Source: an optimization exercise on an open RTL-to-GDS flow (aim: small area, a short achievable clock period and few clock cycles per item). Production flows keep margins and buffers that such runs may drop.
In this exercise RTL edits were held to simulation tests only and were not proved equivalent to the original.
Power is estimated from default activity; no workload was simulated.

==> flow/config.mk <==
export PLATFORM = sky130hd
export DESIGN_NAME = scmi_mbox_top
export DESIGN_NICKNAME = scmi_mbox_top
export VERILOG_FILES = /design/flow/design.v
export SDC_FILE = /design/flow/constraint.sdc
export NUM_CORES = 4
export LEC_CHECK = 0
export CAP_MARGIN = 20
export CORE_MARGIN = 2
export CORE_UTILIZATION = 40
export SLEW_MARGIN = 20
==> flow/constraint.sdc <==
create_clock -name core_clock -period 5.0 [get_ports {clk_i}]
set_input_delay 1.0000 -clock core_clock [delete_from_list [all_inputs] [get_ports {clk_i}]]
set_output_delay 1.0000 -clock core_clock [all_outputs]
set_load 0.01 [all_outputs]
==> flow/design.v <==
package scmi_mbox_pkg;
  localparam int NUM_CHANNELS = 4;
  localparam int NUM_PORTS = 2;
  localparam int CHAN_W = 2;
  localparam int WORD_W = 3;
  localparam int ADDR_W = CHAN_W + WORD_W;
  localparam int DATA_W = 32;
  typedef logic [ADDR_W-1:0]       addr_t;
  typedef logic [DATA_W-1:0]       data_t;
  typedef logic [CHAN_W-1:0]       chan_t;
  typedef logic [WORD_W-1:0]       word_off_t;
  typedef logic [NUM_CHANNELS-1:0] chan_vec_t;
  localparam word_off_t DOORBELL_OFFSET   = 3'd6;
  localparam word_off_t COMPLETION_OFFSET = 3'd7;
  localparam int NUM_PAYLOAD_WORDS = int'(DOORBELL_OFFSET);
  typedef enum logic [1:0] {
    PORT_IDLE,
    PORT_BUSY,
    PORT_DONE
  } port_state_e;
endpackage
`timescale 1ns/1ns
module scmi_mbox_port (
  input  logic                    clk_i,
  input  logic                    rst_n_i,
  input  logic                    req_i,
  input  logic                    we_i,
  input  scmi_mbox_pkg::addr_t    addr_i,
  input  scmi_mbox_pkg::data_t    wdata_i,
  output logic                    ack_o,
  output scmi_mbox_pkg::data_t    rdata_o,
  output logic                    bus_req_o,
  output logic                    bus_we_o,
  output scmi_mbox_pkg::addr_t    bus_addr_o,
  output scmi_mbox_pkg::data_t    bus_wdata_o,
  input  logic                    bus_ack_i,
  input  scmi_mbox_pkg::data_t    bus_rdata_i
);
  scmi_mbox_pkg::port_state_e state_q;
  logic                 req_q;
  logic                 ack_q;
  logic                 we_q;
  scmi_mbox_pkg::addr_t addr_q;
  scmi_mbox_pkg::data_t wdata_q;
  scmi_mbox_pkg::data_t rdata_q;
  logic accept;
  logic bus_done;
  assign accept   = (state_q == scmi_mbox_pkg::PORT_IDLE) && req_i;
  assign bus_done = (state_q == scmi_mbox_pkg::PORT_BUSY) && bus_ack_i;
  always_ff @(posedge clk_i) begin
    if (!rst_n_i) begin
      state_q <= scmi_mbox_pkg::PORT_IDLE;
      req_q   <= 1'b0;
      ack_q   <= 1'b0;
    end else begin
      case (state_q)
        scmi_mbox_pkg::PORT_IDLE: begin
          if (accept) begin
            req_q   <= 1'b1;
            state_q <= scmi_mbox_pkg::PORT_BUSY;
          end
        end
        scmi_mbox_pkg::PORT_BUSY: begin
          if (bus_done) begin
            req_q   <= 1'b0;
            ack_q   <= 1'b1;
            state_q <= scmi_mbox_pkg::PORT_DONE;
          end
        end
        scmi_mbox_pkg::PORT_DONE: begin
          if (!req_i && !bus_ack_i) begin
            ack_q   <= 1'b0;
            state_q <= scmi_mbox_pkg::PORT_IDLE;
          end
        end
        default: state_q <= scmi_mbox_pkg::PORT_IDLE;
      endcase
    end
  end
  always_ff @(posedge clk_i) begin
    if (accept) begin
      we_q    <= we_i;
      addr_q  <= addr_i;
      wdata_q <= wdata_i;
    end
    if (bus_done) begin
      rdata_q <= bus_rdata_i;
    end
  end
  assign bus_req_o = req_q;
  assign bus_we_o  = we_q;
  assign bus_addr_o = addr_q;
  assign bus_wdata_o = wdata_q;
  assign ack_o   = ack_q;
  assign rdata_o = rdata_q;
endmodule
`timescale 1ns/1ns
module scmi_mbox_arbiter (
  input  logic                clk_i,
  input  logic                rst_n_i,
  input  logic                p0_req_i,
  input  logic                p0_we_i,
  input  scmi_mbox_pkg::addr_t p0_addr_i,
  input  scmi_mbox_pkg::data_t p0_wdata_i,
  output logic                p0_ack_o,
  output scmi_mbox_pkg::data_t p0_rdata_o,
  input  logic                p1_req_i,
  input  logic                p1_we_i,
  input  scmi_mbox_pkg::addr_t p1_addr_i,
  input  scmi_mbox_pkg::data_t p1_wdata_i,
  output logic                p1_ack_o,
  output scmi_mbox_pkg::data_t p1_rdata_o,
  output logic                mem_req_o,
  output logic                mem_we_o,
  output scmi_mbox_pkg::addr_t mem_addr_o,
  output scmi_mbox_pkg::data_t mem_wdata_o,
  input  logic                mem_ack_i,
  input  scmi_mbox_pkg::data_t mem_rdata_i
);
  logic [scmi_mbox_pkg::NUM_PORTS-1:0] port_req;
  logic gnt_valid_q;
  logic gnt_idx_q;
  logic last_q;
  logic pick;
  assign port_req = {p1_req_i, p0_req_i};
  assign p0_ack_o   = gnt_valid_q && (gnt_idx_q == 1'b0) && mem_ack_i;
  assign p0_rdata_o = (gnt_valid_q && (gnt_idx_q == 1'b0)) ? mem_rdata_i : '0;
  assign p1_ack_o   = gnt_valid_q && (gnt_idx_q == 1'b1) && mem_ack_i;
  assign p1_rdata_o = (gnt_valid_q && (gnt_idx_q == 1'b1)) ? mem_rdata_i : '0;
  always_comb begin
    if (port_req[0] && port_req[1]) begin
      pick = ~last_q;
    end else begin
      pick = port_req[1];
    end
  end
  always_ff @(posedge clk_i) begin
    if (!rst_n_i) begin
      gnt_valid_q <= 1'b0;
      gnt_idx_q   <= 1'b0;
      last_q      <= 1'b1;
    end else if (!gnt_valid_q) begin
      if (|port_req) begin
        gnt_valid_q <= 1'b1;
        gnt_idx_q   <= pick;
      end
    end else if (!port_req[gnt_idx_q] && !mem_ack_i) begin
      gnt_valid_q <= 1'b0;
      last_q      <= gnt_idx_q;
    end
  end
  assign mem_req_o   = gnt_valid_q && port_req[gnt_idx_q];
  assign mem_we_o    = gnt_idx_q ? p1_we_i    : p0_we_i;
  assign mem_addr_o  = gnt_idx_q ? p1_addr_i  : p0_addr_i;
  assign mem_wdata_o = gnt_idx_q ? p1_wdata_i : p0_wdata_i;
endmodule
`timescale 1ns/1ns
module scmi_mbox_shared_mem (
  input  logic                      clk_i,
  input  logic                      rst_n_i,
  input  logic                      bus_req_i,
  input  logic                      bus_we_i,
  input  scmi_mbox_pkg::addr_t      bus_addr_i,
  input  scmi_mbox_pkg::data_t      bus_wdata_i,
  output logic                      bus_ack_o,
  output scmi_mbox_pkg::data_t      bus_rdata_o,
  output scmi_mbox_pkg::chan_vec_t  irq_doorbell_o,
  output scmi_mbox_pkg::chan_vec_t  irq_completion_o
);
  scmi_mbox_pkg::data_t
    payload_q [scmi_mbox_pkg::NUM_CHANNELS][scmi_mbox_pkg::NUM_PAYLOAD_WORDS];
  scmi_mbox_pkg::chan_vec_t  doorbell_q;
  scmi_mbox_pkg::chan_vec_t  completion_q;
  scmi_mbox_pkg::chan_t      chan;
  scmi_mbox_pkg::word_off_t  off;
  scmi_mbox_pkg::data_t      rd_word;
  scmi_mbox_pkg::data_t      rdata_q;
  logic ack_q;
  logic access;
  assign chan = bus_addr_i[scmi_mbox_pkg::ADDR_W-1:scmi_mbox_pkg::WORD_W];
  assign off  = bus_addr_i[scmi_mbox_pkg::WORD_W-1:0];
  assign access = bus_req_i && !ack_q;
  always_comb begin
    case (off)
      scmi_mbox_pkg::DOORBELL_OFFSET: begin
        rd_word = scmi_mbox_pkg::data_t'(doorbell_q[chan]);
      end
      scmi_mbox_pkg::COMPLETION_OFFSET: begin
        rd_word = scmi_mbox_pkg::data_t'(completion_q[chan]);
      end
      default: begin
        rd_word = payload_q[chan][off];
      end
    endcase
  end
  always_ff @(posedge clk_i) begin
    if (!rst_n_i) begin
      ack_q        <= 1'b0;
      doorbell_q   <= '0;
      completion_q <= '0;
      for (int c = 0; c < scmi_mbox_pkg::NUM_CHANNELS; c++) begin
        for (int w = 0; w < scmi_mbox_pkg::NUM_PAYLOAD_WORDS; w++) begin
          payload_q[c][w] <= '0;
        end
      end
    end else if (access) begin
      ack_q <= 1'b1;
      if (bus_we_i) begin
        case (off)
          scmi_mbox_pkg::DOORBELL_OFFSET: begin
            doorbell_q[chan] <= bus_wdata_i[0];
          end
          scmi_mbox_pkg::COMPLETION_OFFSET: begin
            completion_q[chan] <= bus_wdata_i[0];
          end
          default: begin
            payload_q[chan][off] <= bus_wdata_i;
          end
        endcase
      end
    end else if (!bus_req_i) begin
      ack_q <= 1'b0;
    end
  end
  always_ff @(posedge clk_i) begin
    if (access && !bus_we_i) begin
      rdata_q <= rd_word;
    end
  end
  assign bus_ack_o = ack_q;
  assign bus_rdata_o = rdata_q;
  assign irq_doorbell_o   = doorbell_q;
  assign irq_completion_o = completion_q;
endmodule
`timescale 1ns/1ns
module scmi_mbox_top (
  input  logic                      clk_i,
  input  logic                      rst_n_i,
  input  logic                      agent_req_i,
  input  logic                      agent_we_i,
  input  scmi_mbox_pkg::addr_t      agent_addr_i,
  input  scmi_mbox_pkg::data_t      agent_wdata_i,
  output logic                      agent_ack_o,
  output scmi_mbox_pkg::data_t      agent_rdata_o,
  input  logic                      platform_req_i,
  input  logic                      platform_we_i,
  input  scmi_mbox_pkg::addr_t      platform_addr_i,
  input  scmi_mbox_pkg::data_t      platform_wdata_i,
  output logic                      platform_ack_o,
  output scmi_mbox_pkg::data_t      platform_rdata_o,
  output scmi_mbox_pkg::chan_vec_t  irq_doorbell_o,
  output scmi_mbox_pkg::chan_vec_t  irq_completion_o
);
  logic                 pb_req   [scmi_mbox_pkg::NUM_PORTS];
  logic                 pb_we    [scmi_mbox_pkg::NUM_PORTS];
  scmi_mbox_pkg::addr_t pb_addr  [scmi_mbox_pkg::NUM_PORTS];
  scmi_mbox_pkg::data_t pb_wdata [scmi_mbox_pkg::NUM_PORTS];
  logic                 pb_ack   [scmi_mbox_pkg::NUM_PORTS];
  scmi_mbox_pkg::data_t pb_rdata [scmi_mbox_pkg::NUM_PORTS];
  logic                 mem_req;
  logic                 mem_we;
  scmi_mbox_pkg::addr_t mem_addr;
  scmi_mbox_pkg::data_t mem_wdata;
  logic                 mem_ack;
  scmi_mbox_pkg::data_t mem_rdata;
  scmi_mbox_port u_agent_port (
    .clk_i       (clk_i),
    .rst_n_i     (rst_n_i),
    .req_i       (agent_req_i),
    .we_i        (agent_we_i),
    .addr_i      (agent_addr_i),
    .wdata_i     (agent_wdata_i),
    .ack_o       (agent_ack_o),
    .rdata_o     (agent_rdata_o),
    .bus_req_o   (pb_req[0]),
    .bus_we_o    (pb_we[0]),
    .bus_addr_o  (pb_addr[0]),
    .bus_wdata_o (pb_wdata[0]),
    .bus_ack_i   (pb_ack[0]),
    .bus_rdata_i (pb_rdata[0])
  );
  scmi_mbox_port u_platform_port (
    .clk_i       (clk_i),
    .rst_n_i     (rst_n_i),
    .req_i       (platform_req_i),
    .we_i        (platform_we_i),
    .addr_i      (platform_addr_i),
    .wdata_i     (platform_wdata_i),
    .ack_o       (platform_ack_o),
    .rdata_o     (platform_rdata_o),
    .bus_req_o   (pb_req[1]),
    .bus_we_o    (pb_we[1]),
    .bus_addr_o  (pb_addr[1]),
    .bus_wdata_o (pb_wdata[1]),
    .bus_ack_i   (pb_ack[1]),
    .bus_rdata_i (pb_rdata[1])
  );
  scmi_mbox_arbiter u_arbiter (
    .clk_i       (clk_i),
    .rst_n_i     (rst_n_i),
    .p0_req_i    (pb_req[0]),
    .p0_we_i     (pb_we[0]),
    .p0_addr_i   (pb_addr[0]),
    .p0_wdata_i  (pb_wdata[0]),
    .p0_ack_o    (pb_ack[0]),
    .p0_rdata_o  (pb_rdata[0]),
    .p1_req_i    (pb_req[1]),
    .p1_we_i     (pb_we[1]),
    .p1_addr_i   (pb_addr[1]),
    .p1_wdata_i  (pb_wdata[1]),
    .p1_ack_o    (pb_ack[1]),
    .p1_rdata_o  (pb_rdata[1]),
    .mem_req_o   (mem_req),
    .mem_we_o    (mem_we),
    .mem_addr_o  (mem_addr),
    .mem_wdata_o (mem_wdata),
    .mem_ack_i   (mem_ack),
    .mem_rdata_i (mem_rdata)
  );
  scmi_mbox_shared_mem u_shared_mem (
    .clk_i            (clk_i),
    .rst_n_i          (rst_n_i),
    .bus_req_i        (mem_req),
    .bus_we_i         (mem_we),
    .bus_addr_i       (mem_addr),
    .bus_wdata_i      (mem_wdata),
    .bus_ack_o        (mem_ack),
    .bus_rdata_o      (mem_rdata),
    .irq_doorbell_o   (irq_doorbell_o),
    .irq_completion_o (irq_completion_o)
  );
endmodule
==> flow/run.sh <==
#!/bin/bash
# synth_recipe.tcl (not shown) runs the flow's synth.tcl, then flattens the netlist and writes it again
# the make line also repeats each setting of config.mk as NAME=value (left out here)
make -C /OpenROAD-flow-scripts/flow DESIGN_CONFIG=/design/flow/config.mk WORK_HOME=/design/flow/orfs CLKGATE_MAP_FILE= SYNTH_SCRIPT=/design/flow/synth_recipe.tcl finish
==> flow_metrics.tcl <==
set metrics [dict create \
    status "no timing/DRC/antenna violations" \
    hold_start "u_agent_port.ack_q$_SDFFE_PN0P_" \
    finalCritPeriodShare_pct 86.0 \
    grt.overflow.total 0 \
    drtAntennaViolNets 0 \
    slew_headroom_pct 29.3 \
    post-cts-setup-buffers 0 \
    end_kind "register" \
    portBuffers 153 \
    ir_drop_uv 306 \
    crit_required_ns 5.34 \
    ys_warn_count 10 \
    synthTopCellsByCount "edfxtp_1 (1196), nor2_1 (796), mux4_2 (250)" \
    synthCells 3106 \
    cp-startpoint "u_arbiter.gnt_idx_q$_SDFFE_PN0P_" \
    finalSetupViolCount 0 \
    dp_cells 4773 \
    post-synth-top-count-cell "edfxtp_1" \
    async_flop_share_pct 0 \
    grt_usage_pct 19.9 \
    globalplace.congestion 0.831 \
    initialDrtViolationCount 2742 \
    critPathKind "register to register" \
    dieArea_um2 129000 \
    p_leak_nw 20.6 \
    synth_top_family_by_area "multiplexers" \
    rsz0062_at_grt "false" \
    cts_hold_buffers 0 \
    rows 130 \
    ys.flop_type "edfxtp_1" \
    die_width_um 359 \
    synth_compound_area_share_pct 2.73 \
    r2r_start "u_arbiter.gnt_idx_q$_SDFFE_PN0P_" \
    cts_buffer_depth 3 \
    viasPerCell 5.49 \
    antenna_found_initial 5 \
    clkSinkCount 1216 \
    fmax_mhz 233 \
    synth.top_cell.area_share_pct 71.0 \
    synth_cell_types 54 \
    place_area_um2 54100 \
    core_area_um2 126000 \
    synth_nets 3193 \
    synth_xor_area_share_pct 0.0173 \
    start_util_pct 40.3 \
    drt-total-wl_mm 129 \
    worstMarginPinSlew_ns 1.04 \
    cts_tree "yes" \
    min_period_ns 4.30 \
    drt_first_pass_iters 7 \
    yosys.area.top_type "edfxtp_1" \
    syn_to_final_growth_pct 14.7 \
    arrival_ns 4.64 \
    grt_max_degree 74 \
    cts_root_buf "clkbuf_16" \
    synthMuxAreaShare_pct 13.3 \
    critPathMaxFanout 32 \
    nNetsFinal 3334 \
    synth_fa_ha_area_share_pct 0.200 \
    fin_area_um2 58000 \
    finalHoldViolCount 0 \
    boundaryPins 154 \
    cts_htree_levels 3 \
    avgSynthCellArea_um2 16.3 \
    rr_endpoint "u_shared_mem.payload_q[13][5]$_SDFFCE_PN0P_" \
    maxSlewViolCount 0 \
    skew_ns 0.0479 \
    netlist_top_cells_area "edfxtp_1 (71%), mux4_2 (11%), nor2_1 (5.9%), mux2i_1 (2.0%), buf_6 (1.4%)" \
    rr_worst_depth 10 \
    hp-class "register to register" \
    syn_area_um2 50500 \
    start_kind "register" \
    final_cells 5000 \
    drc 0 \
    hold_depth 2 \
    drive_gt1_share_pct 19.1 \
    ys_seq_area_share_pct 71.8 \
    grt_pass1_vias 27900 \
    cts_resized 0 \
    synth-simple-area-share_pct 8.59 \
    die_y_um 359 \
    vias 27400 \
    synth_seq_cells 1216 \
    wl_per_cell_um 25.8 \
    numCtsBuffers 121 \
    clk_pin_slew_worst_paths_ns 0.06 \
    r2r_setup_slack_ns 0.70 \
    drv_cap 0 \
    grt_pass1_wl_mm 191 \
    synth_edf_count 1196 \
    power.density_nw_per_um2 407 \
    min_to "u_agent_port.ack_q$_SDFFE_PN0P_" \
    clock_latency_ns 0.76 \
    dp_hpwl_mm 77.7 \
]
## flip-flops by register name, indices dropped and copies added, names as in the netlist, 4 cells and up
register                   flops
u_platform_port.addr_q         5
u_agent_port.addr_q            5
u_agent_port.rdata_q          32
u_platform_port.rdata_q       32
u_shared_mem.completion_q      4
u_shared_mem.rdata_q          32
u_agent_port.wdata_q          32
u_platform_port.wdata_q       32
u_shared_mem.payload_q      1024
u_shared_mem.doorbell_q        4
## worst max path at each step
stage,end,slack (ns)
floorplan,u_shared_mem.payload_q[27][0]$_DFFE_PP_,-0.75
global placement,u_shared_mem.payload_q[13][7]$_SDFFCE_PN0P_,0.73
detailed placement,u_shared_mem.rdata_q[18]$_SDFFCE_PP0P_,0.74
CTS,u_shared_mem.payload_q[12][6]$_SDFFCE_PN0P_,0.71
global route,u_shared_mem.payload_q[13][12]$_SDFFCE_PN0P_,0.42
finish,u_shared_mem.payload_q[13][5]$_SDFFCE_PN0P_,0.70
## cells by family (layout without fill, tap and decap cells)
| kind of cell | count (synthesis) | after routing |
|---|---|---|
| mux | 357 | 357 |
| compound gates | 195 | 195 |
| buf+inv | 299 | 541 |
| xor+xnor | 1 | 1 |
| flops | 1216 | 1216 |
| simple gates | 1030 | 1030 |
| fa+ha+maj | 8 | 8 |
| other cells | 0 | 2 |
## where the power goes
| part | internal (mW) | switching, mW |
|---|---|---|
| sequential | 11.5 | 0.0997 |
| combinational | 1.20 | 1.99 |
| clock | 4.92 | 3.91 |
| total | 17.6 | 5.99 |
## layout by cell type, fill, tap and decap left out, types with 32 or more instances in the layout
master and n:
nand2_1 60, mux4_2 250, inv_1 37, and3_1 37
mux2i_1 71, nor2_1 795, edfxtp_1 1196, a22oi_1 32
and2_1 34, clkdlybuf4s50_1 152, clkbuf_16 123, buf_4 108
a21oi_1 42
## metal layers
metal / wire length (µm) / GRT usage, % / up-vias
met2: 64000 / 33.3 / 1003
met1: 53000 / 26.6 / 14200
met5: 77 / 0 / -
met4: 3720 / 5.92 / 10
li1: - / - / 12000
met3: 8040 / 3.48 / 212
## stage by stage
step           util [%]  setup WS (ns)  hold slack (ns)  power (mW)  TNS (ns)
5_1_grt            46.2          0.421            0.518        24.4         0
3_3_place_gp       43.1          0.734            0.461        15.0         0
3_5_place_dp       43.1          0.743            0.465        15.1         0
2_1_floorplan         -         -0.753            0.458        13.8   -164.48
6_report           46.2          0.699            0.481        23.6         0
4_1_cts            46.2          0.710            0.478        23.8         0
## worst max-delay path, stage by stage (launching register included)
cell	delay, ns
dfxtp_4	0.36
mux2i_1	0.38
ha_1	0.41
xnor2_1	0.21
ha_4	0.21
nor2b_1	0.43
nand4_1	0.16
a21oi_1	0.32
a211o_1	0.44
nand2_1	0.16
nand2_2	0.75
## area by class of cell
type | instances | area, µm²
diodes | 2 | 5.00
flip-flops and latches | 1216 | 36300
inverters | 37 | 139
clock inverters | 74 | 649
repair buffers | 280 | 2720
well taps | 1650 | 2060
fillers | 10700 | 67600
clock buffers | 150 | 3180
multi-input cells | 1591 | 12900
Testbench counts, summed over its fixed seeds: cycles 20,008, items 4,000.

## port drivers added, routing unchanged
Ports are ideal in the flow. The routed layout listed here was re-timed in OpenROAD.
Step 1 assumes that a clkbuf_16 drives the clock port and a buf_2 every other input.
Step 2 moves the port delays by t, midway between the first and last clock arrival at a register: inputs arrive t later, outputs are due t later. That takes back most of the time a late clock gives input paths.
Three values: ideal, step 1, step 2; two values: the first two.
t, ns: 0.819
setup WS [ns]: 0.699 / 0.699 / 0.699
hold slack, ns: 0.481 / 0.481 / 0.481
worst setup path at the end: register to register
After both steps this run still meets setup and hold. For this run, drivers alone change the setup slack by 0.000 ns; drivers and shift together by 0.000 ns.
